From an optimization exercise on the open Yosys and OpenROAD flow, aimed at small area; shortcuts taken in it are not production practice. At most, simulation tests tie the RTL to the original design; equivalence was not proved. Power and IR drop assume default switching activity.

==> module crypt3_sha1, before the edit <==
module crypt3_sha1 (
  input  wire                ck_gclkcx_crypt,
  input  wire                cx_reset3,
  input  wire                ival_e1,
  input  wire                sha1c_e1,
  input  wire                sha1p_e1,
  input  wire                sha1m_e1,
  input  crypt3_pkg::quad_t  qn_e1,
  input  crypt3_pkg::quad_t  qm_e1,
  input  wire                ival_e2,
  input  crypt3_pkg::quad_t  qd_e2,
  output crypt3_pkg::quad_t  crypt3_out_e6,
  output logic               crypt3_active
);
  crypt3_pkg::sha1_op_e op0;
  crypt3_pkg::word_t    e0, w0, w1_q, w2_q, w3_q;
  crypt3_issue_ctrl u_issue (
    .ck_gclkcx_crypt (ck_gclkcx_crypt),
    .cx_reset3       (cx_reset3),
    .ival_e1         (ival_e1),
    .sha1c_e1        (sha1c_e1),
    .sha1p_e1        (sha1p_e1),
    .sha1m_e1        (sha1m_e1),
    .e_e1            (qn_e1[31:0]),
    .qm_e1           (qm_e1),
    .ival_e2         (ival_e2),
    .s_op            (op0),
    .s_e             (e0),
    .s_w0            (w0),
    .w1_q            (w1_q),
    .w2_q            (w2_q),
    .w3_q            (w3_q)
  );
  crypt3_pkg::word_t a, b, c, d;
  assign a = qd_e2[127:96];
  assign b = qd_e2[95:64];
  assign c = qd_e2[63:32];
  assign d = qd_e2[31:0];
  crypt3_pkg::word_t f0, t0_n, t0_s1, t0_c1, t0_s2, t0_c2;
  sha1_round u_f0 (.op(op0), .x(b), .y(c), .z(d), .f(f0));
  sha1_csa u_t0a (.a({a[26:0], a[31:27]}), .b(e0), .c(w0), .s(t0_s1), .cy(t0_c1));
  sha1_csa u_t0b (.a(t0_s1), .b(t0_c1), .c(f0), .s(t0_s2), .cy(t0_c2));
  sha1_add_fast u_t0 (.a(t0_s2), .b(t0_c2), .s(t0_n));
  logic                 v1;
  crypt3_pkg::sha1_op_e op1;
  crypt3_pkg::word_t    t0_1, a_1, b_1, c_1, d_1;
  always_ff @(posedge ck_gclkcx_crypt or posedge cx_reset3) begin
    if (cx_reset3) v1 <= 1'b0;
    else           v1 <= ival_e2;
  end
  always_ff @(posedge ck_gclkcx_crypt) begin
    op1  <= op0;
    t0_1 <= t0_n;
    a_1  <= a;
    b_1  <= b;
    c_1  <= c;
    d_1  <= d;
  end
  crypt3_pkg::word_t f1, f2, t1_n, y2_n, z3_n, t1_s1, t1_c1, t1_s, t1_c, y2_s, y2_c;
  sha1_round u_f1 (.op(op1), .x(a_1), .y({b_1[1:0], b_1[31:2]}), .z(c_1), .f(f1));
  sha1_round u_f2 (.op(op1), .x(t0_1), .y({a_1[1:0], a_1[31:2]}), .z({b_1[1:0], b_1[31:2]}), .f(f2));
  sha1_csa u_t1a (.a(f1), .b(d_1), .c(w1_q), .s(t1_s1), .cy(t1_c1));
  sha1_csa u_t1b (.a({t0_1[26:0], t0_1[31:27]}), .b(t1_s1), .c(t1_c1), .s(t1_s), .cy(t1_c));
  sha1_round_stage u_t1 (.a(t1_s), .b(t1_c), .s(t1_n));
  sha1_csa u_y2c (.a(f2), .b(c_1), .c(w2_q), .s(y2_s), .cy(y2_c));
  sha1_round_stage u_y2 (.a(y2_s), .b(y2_c), .s(y2_n));
  logic [3:0] z3_co;
  sha1_add_blk u_z3 (.a({b_1[1:0], b_1[31:2]}), .b(w3_q), .ci(4'd0), .s(z3_n), .co(z3_co));
  logic                 v2;
  crypt3_pkg::sha1_op_e op2;
  crypt3_pkg::word_t    t0_2, t1_2, y2_2, a_2, z3_2;
  logic [2:0]           z3k_2;
  always_ff @(posedge ck_gclkcx_crypt or posedge cx_reset3) begin
    if (cx_reset3) v2 <= 1'b0;
    else           v2 <= v1;
  end
  always_ff @(posedge ck_gclkcx_crypt) begin
    op2  <= op1;
    t0_2 <= t0_1;
    t1_2 <= t1_n;
    y2_2 <= y2_n;
    a_2  <= a_1;
    z3_2 <= z3_n;
    z3k_2 <= z3_co[2:0];
  end
  crypt3_pkg::word_t f3, t2_n, y3_n;
  sha1_round u_f3 (.op(op2), .x(t1_2), .y({t0_2[1:0], t0_2[31:2]}), .z({a_2[1:0], a_2[31:2]}), .f(f3));
  sha1_round_stage u_t2 (.a({t1_2[26:0], t1_2[31:27]}), .b(y2_2), .s(t2_n));
  logic [3:0] y3_co;
  sha1_add_blk u_y3 (.a(f3), .b(z3_2), .ci({z3k_2, 1'b0}), .s(y3_n), .co(y3_co));
  logic              v3, empty3;
  crypt3_pkg::word_t t0_3, t1_3, t2_3, y3_3;
  logic [2:0]        y3k_3;
  always_ff @(posedge ck_gclkcx_crypt or posedge cx_reset3) begin
    if (cx_reset3) v3 <= 1'b0;
    else           v3 <= v2;
  end
  always_ff @(posedge ck_gclkcx_crypt) begin
    empty3 <= (op2 == crypt3_pkg::op_none);
    t0_3   <= t0_2;
    t1_3   <= t1_2;
    t2_3   <= t2_n;
    y3_3   <= y3_n;
    y3k_3  <= y3_co[2:0];
  end
  crypt3_pkg::word_t t3_n, t3_s, t3_c;
  sha1_csa u_t3c (.a({t2_3[26:0], t2_3[31:27]}), .b(y3_3), .c({7'd0, y3k_3[2], 7'd0, y3k_3[1], 7'd0, y3k_3[0], 8'd0}), .s(t3_s), .cy(t3_c));
  sha1_round_stage u_t3 (.a(t3_s), .b(t3_c), .s(t3_n));
  logic              load3, hold3;
  crypt3_pkg::quad_t res3;
  assign load3 = v3 & ~empty3;
  assign hold3 = ~v3;
  assign res3  = {t3_n, t2_3, t1_3[1:0], t1_3[31:2], t0_3[1:0], t0_3[31:2]};
  always_ff @(posedge ck_gclkcx_crypt) begin
    crypt3_out_e6 <= ({128{load3}} & res3) | ({128{hold3}} & crypt3_out_e6);
  end
  assign crypt3_active = ival_e1 | ival_e2 | v1 | v2 | v3;
endmodule
export LEC_CHECK = 0
export CAP_MARGIN = 20
export CORE_MARGIN = 2
export CORE_UTILIZATION = 40
export GPL_TIMING_DRIVEN = 0
export PLACE_DENSITY = 0.6
export SLEW_MARGIN = 20
create_clock -name core_clock -period 5.5 [get_ports {ck_gclkcx_crypt}]
standard.sh (not shown) runs the stock make flow with config.mk's settings and CLKGATE_MAP_FILE= SYNTH_SCRIPT=/design/flow/synth_recipe.tcl, a recipe that flattens the netlist after the stock synthesis.
==> flow/flow/run.sh <==
#!/bin/bash
# The standard layout (standard.sh) with area-only changes:
#  - the standard synthesis runs unchanged; flow/polarity.py then removes the
#    inverters that Yosys' full-adder extraction leaves (exact rewrites, see the
#    script), and flow/equiv.ys proves the result equal to the standard
#    netlist at every port and flip-flop; if that proof fails the standard
#    netlist is used as it is
#    (it also drops the buffers Yosys put in; the layout buffers what needs it)
#  - port buffers are the smallest buffer (buf_1) instead of the resizer's pick
#  - the clock tree has no dummy loads and clusters more sinks per leaf buffer
# Each tool's output goes to its own log here: standard_synth.log,
# polarity.log, equiv.log, standard.log (and ORFS's own logs under orfs/logs).
set -u
export BUFFER_PORTS_ARGS="-buffer_cell sky130_fd_sc_hd__buf_1"
export CTS_ARGS="-sink_clustering_enable -repair_clock_nets -dont_use_dummy_load -sink_clustering_size 25 -sink_clustering_max_diameter 120"

R=orfs/results/$FLOW_PLATFORM/crypt3_sha1/base
LIB=$FLOW_HOME/platforms/$FLOW_PLATFORM/lib/sky130_fd_sc_hd__tt_025C_1v80.lib

bash standard.sh synth > standard_synth.log 2>&1 || exit 1

mkdir -p pol
cp $R/1_2_yosys.v pol/standard.v
if python3 flow/polarity.py "$LIB" pol/standard.v pol/clean.v > polarity.log 2>&1; then
  cp "$LIB" pol/lib.lib
  sed "s/^module $FLOW_TOP(/module gold(/" pol/standard.v > pol/gold.v
  sed "s/^module $FLOW_TOP(/module gate(/" pol/clean.v > pol/gate.v
  if (cd pol && yosys -q -l ../equiv.log ../flow/equiv.ys) > equiv_stdout.log 2>&1; then
    echo "using the cleaned netlist" >> polarity.log
    cp pol/clean.v $R/1_2_yosys.v
    rm -f $R/1_synth.odb $R/1_synth.sdc
  else
    echo "equivalence not proven, using the standard netlist" >> polarity.log
  fi
  rm -f pol/lib.lib
fi

bash standard.sh > standard.log 2>&1
Other scripts of this flow, unchanged in this note and not shown: flow/flow/equiv.ys, flow/flow/polarity.py
Next try:
--- a/flow/design.v
+++ b/flow/design.v
@@ -239,14 +239,14 @@
     c_1  <= c;
     d_1  <= d;
   end
   crypt3_pkg::word_t f1, f2, t1_n, y2_n, z3_n, t1_s1, t1_c1, t1_s, t1_c, y2_s, y2_c;
   sha1_round u_f1 (.op(op1), .x(a_1), .y({b_1[1:0], b_1[31:2]}), .z(c_1), .f(f1));
   sha1_round u_f2 (.op(op1), .x(t0_1), .y({a_1[1:0], a_1[31:2]}), .z({b_1[1:0], b_1[31:2]}), .f(f2));
-  sha1_csa u_t1a (.a(f1), .b(d_1), .c(w1_q), .s(t1_s1), .cy(t1_c1));
-  sha1_csa u_t1b (.a({t0_1[26:0], t0_1[31:27]}), .b(t1_s1), .c(t1_c1), .s(t1_s), .cy(t1_c));
+  sha1_csa u_t1a (.a({t0_1[26:0], t0_1[31:27]}), .b(d_1), .c(w1_q), .s(t1_s1), .cy(t1_c1));
+  sha1_csa u_t1b (.a(t1_s1), .b(t1_c1), .c(f1), .s(t1_s), .cy(t1_c));
   sha1_round_stage u_t1 (.a(t1_s), .b(t1_c), .s(t1_n));
   sha1_csa u_y2c (.a(f2), .b(c_1), .c(w2_q), .s(y2_s), .cy(y2_c));
   sha1_round_stage u_y2 (.a(y2_s), .b(y2_c), .s(y2_n));
   logic [3:0] z3_co;
   sha1_add_blk u_z3 (.a({b_1[1:0], b_1[31:2]}), .b(w3_q), .ci(4'd0), .s(z3_n), .co(z3_co));
   logic                 v2;
What happened: The new run finished clean. Non-clock buffer count grows by 4. Synthesized cell count is about the same. Power grows by 2.2%. Sequential power hardly moves. Flip-flop and latch count is unchanged. First-iteration DRC count grows by 9.1%. Routed wire length grows by 2.2%. Clock power is about the same. Global-route usage grows by 0.51 points. Utilization is about the same. Synthesized area hardly moves.
The RTL of the second run of this note was laid out without a check of its function.

separate check: timing with driven ports:
The results above use ideal ports. As a check the final layouts listed here were re-extracted and re-timed, cells and wires unchanged. Step 1 assumes that a clkbuf_16 drives the clock port and a buf_2 every other input. Step 2, shift: input delay + t, output delay - t, t = (earliest + latest rising clock arrival at the registers) / 2. This alone moves slack from input paths to output paths. Three values: ideal, step 1, step 2; two values: the first two.
| run | shift t [ns] | setup slack, ns | worst setup path at the end | latest minus earliest clock arrival (ns) | worst data-port slew with drivers (ns) |
|---|---|---|---|---|---|
| the first run | 0.624 | 0.157 / 0.157 / -0.415 | input to register | 0.061 / 0.060 | 0.11 |
| the second run | 0.617 | 0.075 / 0.075 / -0.381 | input to register | 0.049 / 0.050 | 0.09 |
With both steps, setup timing fails in the first run and the second run, where it was met with ideal ports. The setup slack of the first run, which loses most, moves by 0.000 ns with the drivers and by -0.572 ns with both steps.
